Source: an optimization exercise on an open RTL-to-GDS flow (aim: small area, a short achievable clock period and few clock cycles per item). Production flows keep margins and buffers that such runs may drop. At most, simulation tests tie the RTL to the original design; equivalence was not proved. Power and IR drop assume default switching activity.

## rev 12
// word_tokenizer_fnv1a_hasher_top
module word_tokenizer_fnv1a_hasher_top #(
  parameter int unsigned LENGTH_WIDTH = wtok_pkg::LENGTH_WIDTH_DEF
) (
  input  logic   clk,
  input  logic   rst,
  input  logic   byte_valid,
  output logic   byte_ready,
  input  wtok_pkg::byte_t  byte_data,
  output logic   token_valid,
  input  logic   token_ready,
  output wtok_pkg::token_t token_data
);
Size: about 820 cells after synthesis, about 65 I/O pins, roughly 6500 um2 of cells after synthesis.
==> module word_tokenizer_fnv1a_hasher_top, before the edit <==
module word_tokenizer_fnv1a_hasher_top #(
  parameter int unsigned LENGTH_WIDTH = wtok_pkg::LENGTH_WIDTH_DEF
) (
  input  logic   clk,
  input  logic   rst,
  input  logic   byte_valid,
  output logic   byte_ready,
  input  wtok_pkg::byte_t  byte_data,
  output logic   token_valid,
  input  logic   token_ready,
  output wtok_pkg::token_t token_data
);
  localparam logic [1:0] C_NONE = 2'd0;
  localparam logic [1:0] C_WORD = 2'd1;
  localparam logic [1:0] C_LF   = 2'd2;
  localparam logic [1:0] C_END  = 2'd3;
  logic [1:0]  ib_cls;
  logic        ib_b7;
  logic                    in_word;
  logic [31:0]             hash_r;
  logic [LENGTH_WIDTH-1:0] len_r;
  logic                    last_r;
  logic [1:0]  e_pre;
  logic        w_own;
  logic        e_post;
  logic        rdy_nt;
  logic        rdy_t;
  logic        e_front;
  logic        word_end;
  logic        imm_w;
  logic        take;
  logic        w_now;       
  logic        w_give;      
  logic        ok;
  logic        hash_upd;
  logic        hash_clr;
  logic        byte_xfer;
  logic        in_space;
  logic [1:0]  in_cls;
  logic [6:0]  in_low;
  logic [31:0] mix_out;
  logic [31:0] mixed;
  logic [6:0]  hlo_n;
  logic        w_next_nt;   
  logic        w_next_t;    
  logic [1:0]  ib_cls_n;
  logic        in_word_n;
  logic [1:0]  e_pre_n;
  logic        w_own_n;
  logic        e_post_n;
  logic        ok_nt_n;
  logic        ok_t_n;
  assign e_front     = (e_pre != 2'd0);
  assign word_end    = in_word && ib_cls[1];
  assign imm_w       = word_end && !e_front;
  assign token_valid = e_front || w_own || imm_w;
  assign take        = token_valid && token_ready;
  assign token_data.word_hash   = e_front ? EOS_HASH : hash_r;
  assign token_data.word_length = e_front ? EOS_LENGTH : 16'(len_r);
  assign token_data.is_eos      = e_front;
  assign token_data.last        = e_front || (w_own ? last_r : ib_cls[0]);
  assign byte_ready = rdy_nt || (token_ready && rdy_t);
  assign byte_xfer  = byte_valid && byte_ready;
  wtok_room u_room (
    .cls(ib_cls), .in_word(in_word), .e_pre(e_pre), .w_own(w_own),
    .e_post(e_post), .take(take), .ok(ok)
  );
  always_comb begin
    w_now    = imm_w && token_ready;
    w_give   = take && !e_front && w_own;
    hash_upd = (ib_cls == C_WORD) && ok;
    hash_clr = w_now || w_give;
    in_space = (byte_data.data_byte == CHR_SP)  || (byte_data.data_byte == CHR_LF) ||
               (byte_data.data_byte == CHR_CR)  || (byte_data.data_byte == CHR_TAB) ||
               (byte_data.data_byte == CHR_VT)  || (byte_data.data_byte == CHR_FF) ||
               (byte_data.data_byte == CHR_NUL);
    if (byte_data.end_of_input)                 in_cls = C_END;
    else if (byte_data.data_byte == CHR_LF)     in_cls = C_LF;
    else if (in_space)                          in_cls = C_END;
    else                                        in_cls = C_WORD;
    in_low = byte_data.data_byte[6:0] ^ {7{byte_data.data_byte[7]}};
    if (byte_xfer)   ib_cls_n = in_cls;
    else if (ok)     ib_cls_n = C_NONE;
    else             ib_cls_n = ib_cls;
    e_pre_n   = e_pre;
    w_own_n   = w_own;
    e_post_n  = e_post;
    in_word_n = in_word;
    if (take && !imm_w) begin
      if (e_front) begin
        e_pre_n = e_pre - 2'd1;
      end else begin
        w_own_n  = 1'b0;
        e_pre_n  = {1'b0, e_post};
        e_post_n = 1'b0;
      end
    end
    if (ok) begin
      case (ib_cls)
        C_WORD: in_word_n = 1'b1;
        C_LF: begin
          in_word_n = 1'b0;
          if (in_word) begin
            if (w_now) begin
              e_pre_n  = e_pre_n + 2'd1;
            end else begin
              w_own_n  = 1'b1;
              e_post_n = 1'b1;
            end
          end else if (w_own_n) begin
            e_post_n = 1'b1;
          end else begin
            e_pre_n  = e_pre_n + 2'd1;
          end
        end
        C_END: begin
          in_word_n = 1'b0;
          if (in_word && !w_now) w_own_n = 1'b1;
        end
        default: ;
      endcase
    end
    mixed = mix_out;
    if (rst || hash_clr) hlo_n = FNV_BASIS[6:0];
    else if (hash_upd)   hlo_n = mixed[6:0];
    else                 hlo_n = hash_r[6:0];
    if (byte_xfer && in_cls == C_WORD) hlo_n = hlo_n ^ in_low;
    w_next_nt = w_own_n || (in_word_n && ib_cls_n[1]);
    w_next_t  = (e_pre_n != 2'd0) && w_next_nt;
  end
  fnv_mul u_mul (.x(hash_r), .e(ib_b7), .y(mix_out));
  wtok_room u_room_nt (
    .cls(ib_cls_n), .in_word(in_word_n), .e_pre(e_pre_n), .w_own(w_own_n),
    .e_post(e_post_n), .take(1'b0), .ok(ok_nt_n)
  );
  wtok_room u_room_t (
    .cls(ib_cls_n), .in_word(in_word_n), .e_pre(e_pre_n), .w_own(w_own_n),
    .e_post(e_post_n), .take(1'b1), .ok(ok_t_n)
  );
  always_ff @(posedge clk) begin
    if (rst) begin
      ib_cls  <= C_NONE;
      in_word <= 1'b0;
      e_pre   <= 2'd0;
      w_own   <= 1'b0;
      e_post  <= 1'b0;
      rdy_nt  <= 1'b1;
      rdy_t   <= 1'b1;
    end else begin
      ib_cls  <= ib_cls_n;
      in_word <= in_word_n;
      e_pre   <= e_pre_n;
      w_own   <= w_own_n;
      e_post  <= e_post_n;
      rdy_nt  <= ((ib_cls_n == C_NONE) || ok_nt_n) && !w_next_nt;
      rdy_t   <= ((ib_cls_n == C_NONE) || ok_t_n) && !w_next_t;
    end
  end
  always_ff @(posedge clk) begin
    if (byte_xfer) begin
      ib_b7 <= byte_data.data_byte[7];
    end
  end
  always_ff @(posedge clk) begin
    if (rst || hash_clr) begin
      hash_r[31:7] <= FNV_BASIS[31:7];
      len_r        <= '0;
    end else if (hash_upd) begin
      hash_r[31:7] <= mixed[31:7];
      if (len_r != '1) begin
        len_r <= len_r + LENGTH_WIDTH'(1);
      end
    end
  end
  always_ff @(posedge clk) begin
    hash_r[6:0] <= hlo_n;
  end
  always_ff @(posedge clk) begin
    if (ok && word_end && !w_now) begin
      last_r <= (ib_cls == C_END);
    end
  end
endmodule
Settings: LEC_CHECK=0, ABC_AREA=1, CAP_MARGIN=20, CORE_MARGIN=2, CORE_UTILIZATION=40, CTS_BUF_LIST=sky130_fd_sc_hd__clkbuf_8, CTS_CLUSTER_SIZE=20, PLACE_DENSITY=0.8, SETUP_SLACK_MARGIN=2.8, SLEW_MARGIN=20; clock period 6.5 ns.
standard.sh (not shown) runs the stock make flow with config.mk's settings and CLKGATE_MAP_FILE= SYNTH_SCRIPT=/design/flow/synth_recipe.tcl, a recipe that flattens the netlist after the stock synthesis.
==> flow/flow/run.sh <==
#!/bin/bash
# Layout flow: the standard flow, with two changes between its steps.
#  1. After the standard synthesis, flow/fapol.py re-chooses the polarity of
#     each full adder cell (a full adder is self-dual) to drop the inverters
#     that Yosys's adder extraction leaves between them, and turns an xor2
#     with one inverted input into an xnor2 (or back). Registers and all
#     other cells are untouched.
#  2. Ports are buffered with sky130_fd_sc_hd__buf_1 instead of the
#     flow's default buffer cell (every port still gets its own buffer).
# Each tool's output goes to a log file of its own in this folder.
set -euo pipefail
R=orfs/results/sky130hd/word_tokenizer_fnv1a_hasher_top/base
bash standard.sh synth > 1_standard_synth.log 2>&1
cp $R/1_2_yosys.v 1_2_yosys.standard.v
python3 flow/fapol.py 1_2_yosys.standard.v $R/1_2_yosys.v > 2_fapol.log 2>&1
touch $R/1_2_yosys.v
bash standard.sh BUFFER_PORTS_ARGS="-buffer_cell sky130_fd_sc_hd__buf_1" finish > 3_standard_finish.log 2>&1
Other scripts of this flow, unchanged in this note and not shown: flow/flow/fapol.py
Testbench counts of rev 12, summed over its fixed seeds: cycles 24,016, bytes 24,000.
### rev 12 -> rev 13
--- a/flow/design.v
+++ b/flow/design.v
@@ -84,6 +84,8 @@
   logic [31:0]             hash_r;
   logic [LENGTH_WIDTH-1:0] len_r;
   logic                    last_r;
+  logic [LENGTH_WIDTH:0]   len_t;     
+  logic                    len_en;
   logic [1:0]  e_pre;
   logic        w_own;
   logic        e_post;
@@ -228,14 +230,21 @@
   always_ff @(posedge clk) begin
     if (rst || hash_clr) begin
       hash_r[31:7] <= FNV_BASIS[31:7];
-      len_r        <= '0;
     end else if (hash_upd) begin
       hash_r[31:7] <= mixed[31:7];
-      if (len_r != '1) begin
-        len_r <= len_r + LENGTH_WIDTH'(1);
-      end
     end
   end
+  always_comb begin
+    len_t[0] = 1'b1;
+    for (int i = 0; i < LENGTH_WIDTH; i++) begin
+      len_t[i+1] = len_t[i] & len_r[i];
+    end
+    len_en = hash_upd && !len_t[LENGTH_WIDTH];
+  end
+  always_ff @(posedge clk) begin
+    len_r <= {LENGTH_WIDTH{!(rst || hash_clr)}} &
+             (len_r ^ ({LENGTH_WIDTH{len_en}} & len_t[LENGTH_WIDTH-1:0]));
+  end
   always_ff @(posedge clk) begin
     hash_r[6:0] <= hlo_n;
   end
==> comparison <==
- Rev 13: full flow OK, the timing, design-rule and antenna checks passed
- Compared rev 13 against rev 12; well-tap cell count within noise.
- Rev 13 ends up with a number of signal-net buffers in the layout that is 2 lower than in rev 12.
- Rev 13 reports its endpoint of the worst setup timing path as hash_r[27]$_SDFFE_PN0P_ while rev 12 reports hash_r[31]$_SDFFE_PP1P_.
- Lower routed length on met3 was reported by rev 12, not rev 13.
- ib_b7$_DFFE_PP_ as the critical path launch point was reported by rev 12, and hash_r[13]$_SDFFE_PN0P_ by rev 13.
- Met1 wire length, rev 13 vs rev 12: up slightly
- Layout overhead on the synthesized area in rev 13 is 2.1 points higher than in rev 12
- Between rev 13 and rev 12, it is rev 13 whose routing usage on met2 is higher, by 0.91 points.
- When rev 13 is measured against rev 12, its wire length of the first global-routing pass turns out 1.1% lower.
- Summary of rev 13 over rev 12: register-to-register slack dropped 0.03 ns; top fanout value on the critical path flat; final routed wirelength across all metal layers now sits higher.
- [diff] switching power, rev 13 relative to rev 12: regression
- Compared to rev 12, rev 13 shows a narrower setup margin.
Only the layout flow was run in rev 13; the RTL was not checked for function there.

[afterwards: timing with drivers on the ports]
Ports are ideal in the flow. The routed layouts listed here were re-timed in OpenROAD. Step 1 (the two cells are an assumption about what drives the block):
set clk [get_ports {clk}]
set_driving_cell -lib_cell sky130_fd_sc_hd__clkbuf_16 $clk
set_driving_cell -lib_cell sky130_fd_sc_hd__buf_2 [delete_from_list [all_inputs] $clk]
Step 2, shift: input delay + t, output delay - t, t = (earliest + latest rising clock arrival at the registers) / 2. This alone moves slack from input paths to output paths. a / b / c = no drivers / after step 1 / after step 2; a / b = the first two.
run | t, ns | slack for setup (ns) | worst setup path at the end | worst register clock-pin slew, ns | pins driven straight from the clock port
rev 12 | 0.392 | 2.892 / 2.892 / 2.839 | input to register | 0.08 / 0.08 | 1
rev 13 | 0.417 | 2.859 / 2.859 / 2.475 | input to register | 0.09 / 0.09 | 1
After both steps setup and hold are still met in every run listed. The setup slack of rev 13, which loses most, moves by 0.000 ns with the drivers and by -0.384 ns with both steps.
